From an optimization exercise on the open Yosys and OpenROAD flow, aimed at small area, a short achievable clock period and few clock cycles per item; shortcuts taken in it are not production practice. At most, simulation tests tie the RTL to the original design; equivalence was not proved. Power and IR drop assume default switching activity.

==> module multiword_add_sequencer, before the edit <==
module multiword_add_sequencer (
  input  logic         clk,
  input  logic         rst,
  input  logic         in_valid,
  output logic         in_ready,
  input  logic [255:0] a,
  input  logic [255:0] b,
  input  logic         cin,
  input  logic         sub,
  output logic         out_valid,
  input  logic         out_ready,
  output logic [255:0] sum,
  output logic         cout
);
  logic         valid_q;
  logic [256:0] res_q;
  logic [256:0] res_d;
  assign in_ready = ~valid_q | out_ready;
  assign res_d    = {1'b0, a} + {1'b0, b ^ {256{sub}}} + {256'd0, sub | cin};
  always_ff @(posedge clk or posedge rst) begin
    if (rst)           valid_q <= 1'b0;
    else if (in_ready) valid_q <= in_valid;
  end
  always_ff @(posedge clk) begin
    if (in_ready) res_q <= res_d;
  end
  assign out_valid   = valid_q;
  assign {cout, sum} = res_q;
endmodule
clock: 6.5 ns
lec_check: 0
abc_clock_period_in_ps: 3500
cap_margin: 20
core_margin: 2
core_utilization: 40
setup_slack_margin: 2.8
slew_margin: 20
run.sh (not shown) runs the stock make flow with config.mk's settings and CLKGATE_MAP_FILE= SYNTH_SCRIPT=/design/flow/synth_recipe.tcl, a recipe that flattens the netlist after the stock synthesis.
Testbench counts at the start, summed over its fixed seeds: cycles 1,608, items 1,600.
Then changed:
==> flow/design.v (replaced) <==
package mas_pkg;
  localparam int W = 256;
endpackage
module multiword_add_sequencer (
  input  logic         clk,
  input  logic         rst,
  input  logic         in_valid,
  output logic         in_ready,
  input  logic [255:0] a,
  input  logic [255:0] b,
  input  logic         cin,
  input  logic         sub,
  output logic         out_valid,
  input  logic         out_ready,
  output logic [255:0] sum,
  output logic         cout
);
  localparam int W  = 256;
  localparam int K  = 16;
  localparam int NB = W / K;
  logic [W-1:0]  bx;
  logic [W-1:0]  s0_d, s0_q;
  logic [NB-1:0] g_d, g_q, p_d, p_q;
  logic          valid_q;
  assign bx = b ^ {W{sub}};
  always_comb begin
    for (int j = 0; j < NB; j++) begin
      {g_d[j], s0_d[j*K +: K]} = {1'b0, a[j*K +: K]} + {1'b0, bx[j*K +: K]}
                                 + {{K{1'b0}}, (j == 0) ? (sub | cin) : 1'b0};
      p_d[j] = &(a[j*K +: K] ^ bx[j*K +: K]);
    end
  end
  assign in_ready = ~valid_q | out_ready;
  always_ff @(posedge clk or posedge rst) begin
    if (rst)           valid_q <= 1'b0;
    else if (in_ready) valid_q <= in_valid;
  end
  always_ff @(posedge clk) begin
    if (in_ready) begin
      s0_q <= s0_d;
      g_q  <= g_d;
      p_q  <= p_d;
    end
  end
  logic [NB:0] c;
  always_comb begin
    c[0] = 1'b0;
    for (int j = 0; j < NB; j++) c[j+1] = g_q[j] | (p_q[j] & c[j]);
  end
  always_comb begin
    for (int j = 0; j < NB; j++) sum[j*K +: K] = s0_q[j*K +: K] + {{(K-1){1'b0}}, c[j]};
  end
  assign cout      = c[NB];
  assign out_valid = valid_q;
endmodule
Result:
- The changed run finished clean
- first-iteration DRC count is lower by 71%
- area after synthesis drops by 10%
- die area is lower by 10%
- synthesized cell count decreases by 28%
- routed wire length decreases by 37%
- power decreases by 19%
- clock-buffer cell count rose by 2
- cell area drops by 22%
- setup slack gains 0.58 ns
- non-clock buffer count goes down by 486
- clock skew falls by 0.0096 ns
- cell count fell by 25%
- global-route usage falls by 9.8 points
- clock power decreases by about 4%
Testbench counts after the change, summed over its fixed seeds: cycles 1,608, items 1,600.

Another version of the RTL of multiword_add_sequencer (not shown whole).
For scale: roughly 2500 cells after synthesis, ~0.025 sq mm of cells after synthesis.
==> module multiword_add_sequencer, before the edit <==
module multiword_add_sequencer (
  input  logic         clk,
  input  logic         rst,
  input  logic         in_valid,
  output logic         in_ready,
  input  logic [255:0] a,
  input  logic [255:0] b,
  input  logic         cin,
  input  logic         sub,
  output logic         out_valid,
  input  logic         out_ready,
  output logic [255:0] sum,
  output logic         cout
);
  localparam int W  = 256;
  localparam int K  = 8;        
  localparam int NB = W / K;    
  localparam int LK = $clog2(K);
  localparam int LB = $clog2(NB);
  logic [W-1:0]  bx, g, p, s0_d;
  logic [NB-1:0] bg, bp;         
  logic [NB:0]   bc_d;           
  logic [NB-1:0] c0;             
  assign c0 = {{(NB-1){1'b0}}, sub | cin};
  assign bx = b ^ {W{sub}};
  assign g  = a & bx;
  assign p  = a ^ bx;
  always_comb begin
    logic [K-1:0] tg, tp;
    for (int j = 0; j < NB; j++) begin
      tg = g[j*K +: K];
      tp = p[j*K +: K];
      for (int l = 0; l < LK; l++)
        for (int i = 0; i < K; i++)
          if (i[l]) begin
            tg[i] = tg[i] | (tp[i] & tg[((i >> l) << l) - 1]);
            tp[i] = tp[i] & tp[((i >> l) << l) - 1];
          end
      s0_d[j*K] = p[j*K] ^ c0[j];
      for (int i = 1; i < K; i++) s0_d[j*K+i] = p[j*K+i] ^ (tg[i-1] | (tp[i-1] & c0[j]));
      bg[j] = tg[K-1] | (tp[K-1] & c0[j]);
      bp[j] = tp[K-1];
    end
  end
  always_comb begin
    logic [NB-1:0] tg, tp;
    tg = bg;
    tp = bp;
    for (int l = 0; l < LB; l++)
      for (int i = 0; i < NB; i++)
        if (i[l]) begin
          tg[i] = tg[i] | (tp[i] & tg[((i >> l) << l) - 1]);
          tp[i] = tp[i] & tp[((i >> l) << l) - 1];
        end
    bc_d[0] = 1'b0;
    for (int j = 1; j <= NB; j++) bc_d[j] = tg[j-1];
  end
  logic [W-1:0]  s0_q;
  logic [NB:1]   bc_q;
  logic          valid_q;
  assign in_ready = ~valid_q | out_ready;
  always_ff @(posedge clk or posedge rst) begin
    if (rst)           valid_q <= 1'b0;
    else if (in_ready) valid_q <= in_valid;
  end
  always_ff @(posedge clk) begin
    if (in_ready) begin
      s0_q <= s0_d;
      bc_q <= bc_d[NB:1];
    end
  end
  always_comb begin
    logic [K-1:0] m;
    for (int i = 0; i < K; i++) sum[i] = s0_q[i];
    for (int j = 1; j < NB; j++) begin
      m = s0_q[j*K +: K];
      for (int l = 0; l < LK; l++)
        for (int i = 0; i < K; i++)
          if (i[l]) m[i] = m[i] & m[((i >> l) << l) - 1];
      sum[j*K] = s0_q[j*K] ^ bc_q[j];
      for (int i = 1; i < K; i++) sum[j*K+i] = s0_q[j*K+i] ^ (bc_q[j] & m[i-1]);
    end
  end
  assign cout      = bc_q[NB];
  assign out_valid = valid_q;
endmodule
export LEC_CHECK = 0
export ABC_AREA = 1
export CAP_MARGIN = 20
export CORE_MARGIN = 2
export CORE_UTILIZATION = 40
export CTS_BUF_LIST = sky130_fd_sc_hd__clkbuf_8
export CTS_CLUSTER_DIAMETER = 100
export CTS_CLUSTER_SIZE = 12
export PLACE_DENSITY = 0.8
export SETUP_SLACK_MARGIN = 2.8
export SLEW_MARGIN = 20
create_clock -name core_clock -period 6.5 [get_ports {clk}]
standard.sh (not shown) runs the stock make flow with config.mk's settings and CLKGATE_MAP_FILE= SYNTH_SCRIPT=/design/flow/synth_recipe.tcl, a recipe that flattens the netlist after the stock synthesis.
==> flow/flow/run.sh <==
#!/bin/bash
# The standard layout (standard.sh) with two changes:
#  - every port is buffered by the smallest buffer cell instead of the one
#    buffer_ports picks by default;
#  - after the standard synthesis, polfix.py re-chooses the polarity of the
#    full-adder groups so that fewer inverters are needed (combinational
#    cells only; registers untouched), then the layout continues from it.
set -euo pipefail
export BUFFER_PORTS_ARGS="-buffer_cell sky130_fd_sc_hd__buf_1"
R=$PWD/orfs/results/sky130hd/multiword_add_sequencer/base
bash standard.sh "$R/1_2_yosys.v" > synth.log 2>&1
cp "$R/1_2_yosys.v" "$R/1_2_yosys.standard.v"
python3 flow/polfix.py "$R/1_2_yosys.standard.v" "$R/1_2_yosys.v" > polfix.log 2>&1
bash standard.sh > layout.log 2>&1
Other scripts of this flow, unchanged in this note and not shown: flow/flow/polfix.py
Testbench counts at the start, summed over its fixed seeds: cycles 1,608, items 1,600.
Then changed:
--- a/flow/design.v
+++ b/flow/design.v
@@ -20,31 +20,30 @@
   localparam int NB = W / K;    
   localparam int LK = $clog2(K);
   localparam int LB = $clog2(NB);
   logic [W-1:0]  bx, g, p, s0_d;
   logic [NB-1:0] bg, bp;         
   logic [NB:0]   bc_d;           
-  logic [NB-1:0] c0;             
-  assign c0 = {{(NB-1){1'b0}}, sub | cin};
   assign bx = b ^ {W{sub}};
   assign g  = a & bx;
   assign p  = a ^ bx;
   always_comb begin
     logic [K-1:0] tg, tp;
     for (int j = 0; j < NB; j++) begin
       tg = g[j*K +: K];
       tp = p[j*K +: K];
+      if (j == 0) tg[0] = tg[0] | (tp[0] & (sub | cin));
       for (int l = 0; l < LK; l++)
         for (int i = 0; i < K; i++)
           if (i[l]) begin
             tg[i] = tg[i] | (tp[i] & tg[((i >> l) << l) - 1]);
             tp[i] = tp[i] & tp[((i >> l) << l) - 1];
           end
-      s0_d[j*K] = p[j*K] ^ c0[j];
-      for (int i = 1; i < K; i++) s0_d[j*K+i] = p[j*K+i] ^ (tg[i-1] | (tp[i-1] & c0[j]));
-      bg[j] = tg[K-1] | (tp[K-1] & c0[j]);
+      s0_d[j*K] = p[j*K] ^ ((j == 0) ? (sub | cin) : 1'b0);
+      for (int i = 1; i < K; i++) s0_d[j*K+i] = p[j*K+i] ^ tg[i-1];
+      bg[j] = tg[K-1];
       bp[j] = tp[K-1];
     end
   end
   always_comb begin
     logic [NB-1:0] tg, tp;
     tg = bg;
=> Routed wire length stays flat; design area grows by about 0.4%; power shrinks by 0.40%; via count grows by about 0.8%; synthesized cell count grows by 2.1%; clock power shrinks by about 7%; clock-buffer cell count shrinks by 1.
Testbench counts after the change, summed over its fixed seeds: cycles 1,608, items 1,600.

job 3860:
multiword_add_sequencer with an RTL version that a note above also has.
Size in the first run: ~2600 cells after synthesis, about 25000 µm² of cells after synthesis.
==> module multiword_add_sequencer, before the edit <==
module multiword_add_sequencer (
  input  logic         clk,
  input  logic         rst,
  input  logic         in_valid,
  output logic         in_ready,
  input  logic [255:0] a,
  input  logic [255:0] b,
  input  logic         cin,
  input  logic         sub,
  output logic         out_valid,
  input  logic         out_ready,
  output logic [255:0] sum,
  output logic         cout
);
  localparam int W  = 256;
  localparam int K  = 8;        
  localparam int NB = W / K;    
  localparam int LK = $clog2(K);
  localparam int LB = $clog2(NB);
  logic [W-1:0]  bx, g, p, s0_d;
  logic [NB-1:0] bg, bp;         
  logic [NB:0]   bc_d;           
  assign bx = b ^ {W{sub}};
  assign g  = a & bx;
  assign p  = a ^ bx;
  always_comb begin
    logic [K-1:0] tg, tp;
    for (int j = 0; j < NB; j++) begin
      tg = g[j*K +: K];
      tp = p[j*K +: K];
      if (j == 0) tg[0] = tg[0] | (tp[0] & (sub | cin));
      for (int l = 0; l < LK; l++)
        for (int i = 0; i < K; i++)
          if (i[l]) begin
            tg[i] = tg[i] | (tp[i] & tg[((i >> l) << l) - 1]);
            tp[i] = tp[i] & tp[((i >> l) << l) - 1];
          end
      s0_d[j*K] = p[j*K] ^ ((j == 0) ? (sub | cin) : 1'b0);
      for (int i = 1; i < K; i++) s0_d[j*K+i] = p[j*K+i] ^ tg[i-1];
      bg[j] = tg[K-1];
      bp[j] = tp[K-1];
    end
  end
  always_comb begin
    logic [NB-1:0] tg, tp;
    tg = bg;
    tp = bp;
    for (int l = 0; l < LB; l++)
      for (int i = 0; i < NB; i++)
        if (i[l]) begin
          tg[i] = tg[i] | (tp[i] & tg[((i >> l) << l) - 1]);
          tp[i] = tp[i] & tp[((i >> l) << l) - 1];
        end
    bc_d[0] = 1'b0;
    for (int j = 1; j <= NB; j++) bc_d[j] = tg[j-1];
  end
  logic [W-1:0]  s0_q;
  logic [NB:1]   bc_q;
  logic          valid_q;
  assign in_ready = ~valid_q | out_ready;
  always_ff @(posedge clk or posedge rst) begin
    if (rst)           valid_q <= 1'b0;
    else if (in_ready) valid_q <= in_valid;
  end
  always_ff @(posedge clk) begin
    if (in_ready) begin
      s0_q <= s0_d;
      bc_q <= bc_d[NB:1];
    end
  end
  always_comb begin
    logic [K-1:0] m;
    for (int i = 0; i < K; i++) sum[i] = s0_q[i];
    for (int j = 1; j < NB; j++) begin
      m = s0_q[j*K +: K];
      for (int l = 0; l < LK; l++)
        for (int i = 0; i < K; i++)
          if (i[l]) m[i] = m[i] & m[((i >> l) << l) - 1];
      sum[j*K] = s0_q[j*K] ^ bc_q[j];
      for (int i = 1; i < K; i++) sum[j*K+i] = s0_q[j*K+i] ^ (bc_q[j] & m[i-1]);
    end
  end
  assign cout      = bc_q[NB];
  assign out_valid = valid_q;
endmodule
clock: 6.5 ns
lec_check: 0
abc_area: 1
cap_margin: 20
core_margin: 2
core_utilization: 40
cts_buf_list: sky130_fd_sc_hd__clkbuf_8
cts_cluster_diameter: 100
cts_cluster_size: 12
place_density: 0.8
setup_slack_margin: 2.8
slew_margin: 20
Scripts as last shown in full above: flow/flow/run.sh
Other scripts of this flow, unchanged in this note and not shown: flow/flow/polfix.py
Job 3860 completed; timing, DRC and antenna clean
Testbench counts of job 3860, summed over its fixed seeds: cycles 1,608, items 1,600.
Here is what was changed in the inputs of job 1186 compared with job 3860.
--- a/flow/design.v
+++ b/flow/design.v
@@ -65,9 +65,9 @@
     if (rst)           valid_q <= 1'b0;
     else if (in_ready) valid_q <= in_valid;
   end
   always_ff @(posedge clk) begin
-    if (in_ready) begin
+    if (in_valid && in_ready) begin
       s0_q <= s0_d;
       bc_q <= bc_d[NB:1];
     end
   end
Results
Post-CTS setup buffer count is lower on job 3860. Compared job 1186 vs job 3860, and power dissipated in combinational cells is down in job 1186. Internal power contribution | job 1186 below job 3860. As of job 1186, final wirelength had risen slightly compared to job 3860. Final area: job 1186 > job 3860. Relative to job 3860, the proportion of power drawn by the clock network of job 1186 is higher by 2.2 points. Job 1186 against job 3860: register-to-register slack went up 0.42 ns; final clock period utilization by the worst path went up by 0.45 points; cell depth of the worst flop-to-flop path barely changed; width of the die stayed essentially flat; share of total power consumed by net switching decreased by 2.1 points relative to the old numbers. Looking at worst setup slack, job 1186 sits below job 3860. Area added between synthesis and finish up 0.46 points in job 1186 wrt job 3860. Job 1186 ended up with a higher cell count than job 3860 did.
For job 1186, only the layout was checked, not whether the RTL still works.

## JK
RTL: one of the versions met above, not the one the previous note started from.
Size in the first run: roughly 2600 cells after synthesis, ~780 I/O pins, about 26000 um^2 of cells after synthesis.
==> module multiword_add_sequencer, before the edit <==
module multiword_add_sequencer (
  input  logic         clk,
  input  logic         rst,
  input  logic         in_valid,
  output logic         in_ready,
  input  logic [255:0] a,
  input  logic [255:0] b,
  input  logic         cin,
  input  logic         sub,
  output logic         out_valid,
  input  logic         out_ready,
  output logic [255:0] sum,
  output logic         cout
);
  localparam int W  = 256;
  localparam int K  = 16;
  localparam int NB = W / K;
  logic [W-1:0]  bx;
  logic [W-1:0]  s0_d, s0_q;
  logic [NB-1:0] g_d, g_q, p_d, p_q;
  logic          valid_q;
  assign bx = b ^ {W{sub}};
  always_comb begin
    for (int j = 0; j < NB; j++) begin
      {g_d[j], s0_d[j*K +: K]} = {1'b0, a[j*K +: K]} + {1'b0, bx[j*K +: K]}
                                 + {{K{1'b0}}, (j == 0) ? (sub | cin) : 1'b0};
      p_d[j] = &(a[j*K +: K] ^ bx[j*K +: K]);
    end
  end
  assign in_ready = ~valid_q | out_ready;
  always_ff @(posedge clk or posedge rst) begin
    if (rst)           valid_q <= 1'b0;
    else if (in_ready) valid_q <= in_valid;
  end
  always_ff @(posedge clk) begin
    if (in_ready) begin
      s0_q <= s0_d;
      g_q  <= g_d;
      p_q  <= p_d;
    end
  end
  logic [NB:0] c;
  always_comb begin
    c[0] = 1'b0;
    for (int j = 0; j < NB; j++) c[j+1] = g_q[j] | (p_q[j] & c[j]);
  end
  always_comb begin
    for (int j = 0; j < NB; j++) sum[j*K +: K] = s0_q[j*K +: K] + {{(K-1){1'b0}}, c[j]};
  end
  assign cout      = c[NB];
  assign out_valid = valid_q;
endmodule
export LEC_CHECK = 0
export CAP_MARGIN = 20
export CORE_MARGIN = 2
export CORE_UTILIZATION = 40
export SLEW_MARGIN = 20
create_clock -name core_clock -period 6.5 [get_ports {clk}]
run.sh (not shown) runs the stock make flow with config.mk's settings and CLKGATE_MAP_FILE= SYNTH_SCRIPT=/design/flow/synth_recipe.tcl, a recipe that flattens the netlist after the stock synthesis.
Stock flow here: none of the scripts above is used.
Testbench counts of JK, summed over its fixed seeds: cycles 1,608, items 1,600.
Here is what was changed in the inputs of MS compared with JK.
==> flow/design.v <==
package mas_pkg;
  localparam int W = 256;
endpackage
module multiword_add_sequencer (
  input  logic         clk,
  input  logic         rst,
  input  logic         in_valid,
  output logic         in_ready,
  input  logic [255:0] a,
  input  logic [255:0] b,
  input  logic         cin,
  input  logic         sub,
  output logic         out_valid,
  input  logic         out_ready,
  output logic [255:0] sum,
  output logic         cout
);
  logic         valid_q;
  logic [256:0] res_q;
  logic [256:0] res_d;
  assign in_ready = ~valid_q | out_ready;
  assign res_d    = {1'b0, a} + {1'b0, b ^ {256{sub}}} + {256'd0, sub | cin};
  always_ff @(posedge clk or posedge rst) begin
    if (rst)           valid_q <= 1'b0;
    else if (in_ready) valid_q <= in_valid;
  end
  always_ff @(posedge clk) begin
    if (in_ready) res_q <= res_d;
  end
  assign out_valid   = valid_q;
  assign {cout, sum} = res_q;
endmodule
Results
- Sort JK and MS by detail-routed via count per cell desc -> top: MS
- Relative to JK, first-iteration DRC count increased by 160% in MS.
- When MS is set beside JK, its slack of the critical path turns out to be 0.44 ns smaller.
- Sequential cell count in MS vs JK: down about 10%
- MS against JK: combined area of the multi-input logic cells grew by 3300 um^2, synthesized cell count grew by 1009, maximum fanout along the worst path shrank by 2, max-capacitance violation count held steady, routability-driven placement congestion ratio grew by about 5.4%.
Testbench counts of MS, summed over its fixed seeds: cycles 1,608, items 1,600.

static timing again, ports no longer ideal:
The results above use ideal ports. As a check the final layouts listed here were re-extracted and re-timed, cells and wires unchanged. Step 1 assumes that a clkbuf_16 drives the clock port and a buf_2 every other input. Step 2 moves the port delays by t, midway between the first and last clock arrival at a register: inputs arrive t later, outputs are due t later. That takes back most of the time a late clock gives input paths. a / b / c = ideal / step 1 / step 2; a / b = the first two.
run | shift t [ns] | setup slack, ns | worst data-port slew with drivers (ns)
the first run of note 1 | 0.651 | 0.796 / 0.472 / -0.180 | 0.51
the second run of note 1 | 0.627 | 1.380 / 1.316 / 1.943 | 0.21
the first run of note 2 | 0.685 | 2.892 / 2.843 / 2.199 | 0.17
the second run of note 2 | 0.686 | 2.899 / 2.894 / 2.207 | 0.16
job 3860 | 0.677 | 2.905 / 2.809 / 2.132 | 0.26
job 1186 | 0.690 | 2.876 / 2.679 / 1.989 | 0.24
JK | 0.605 | 0.733 / 0.674 / 1.278 | 0.17
MS | 0.635 | 0.291 / 0.341 / -0.294 | 0.22
Met with ideal ports but missed after step 2: setup timing in the first run of note 1 and MS. For the first run of note 1, which loses most, drivers alone change the setup slack by -0.324 ns; drivers and shift together by -0.976 ns.
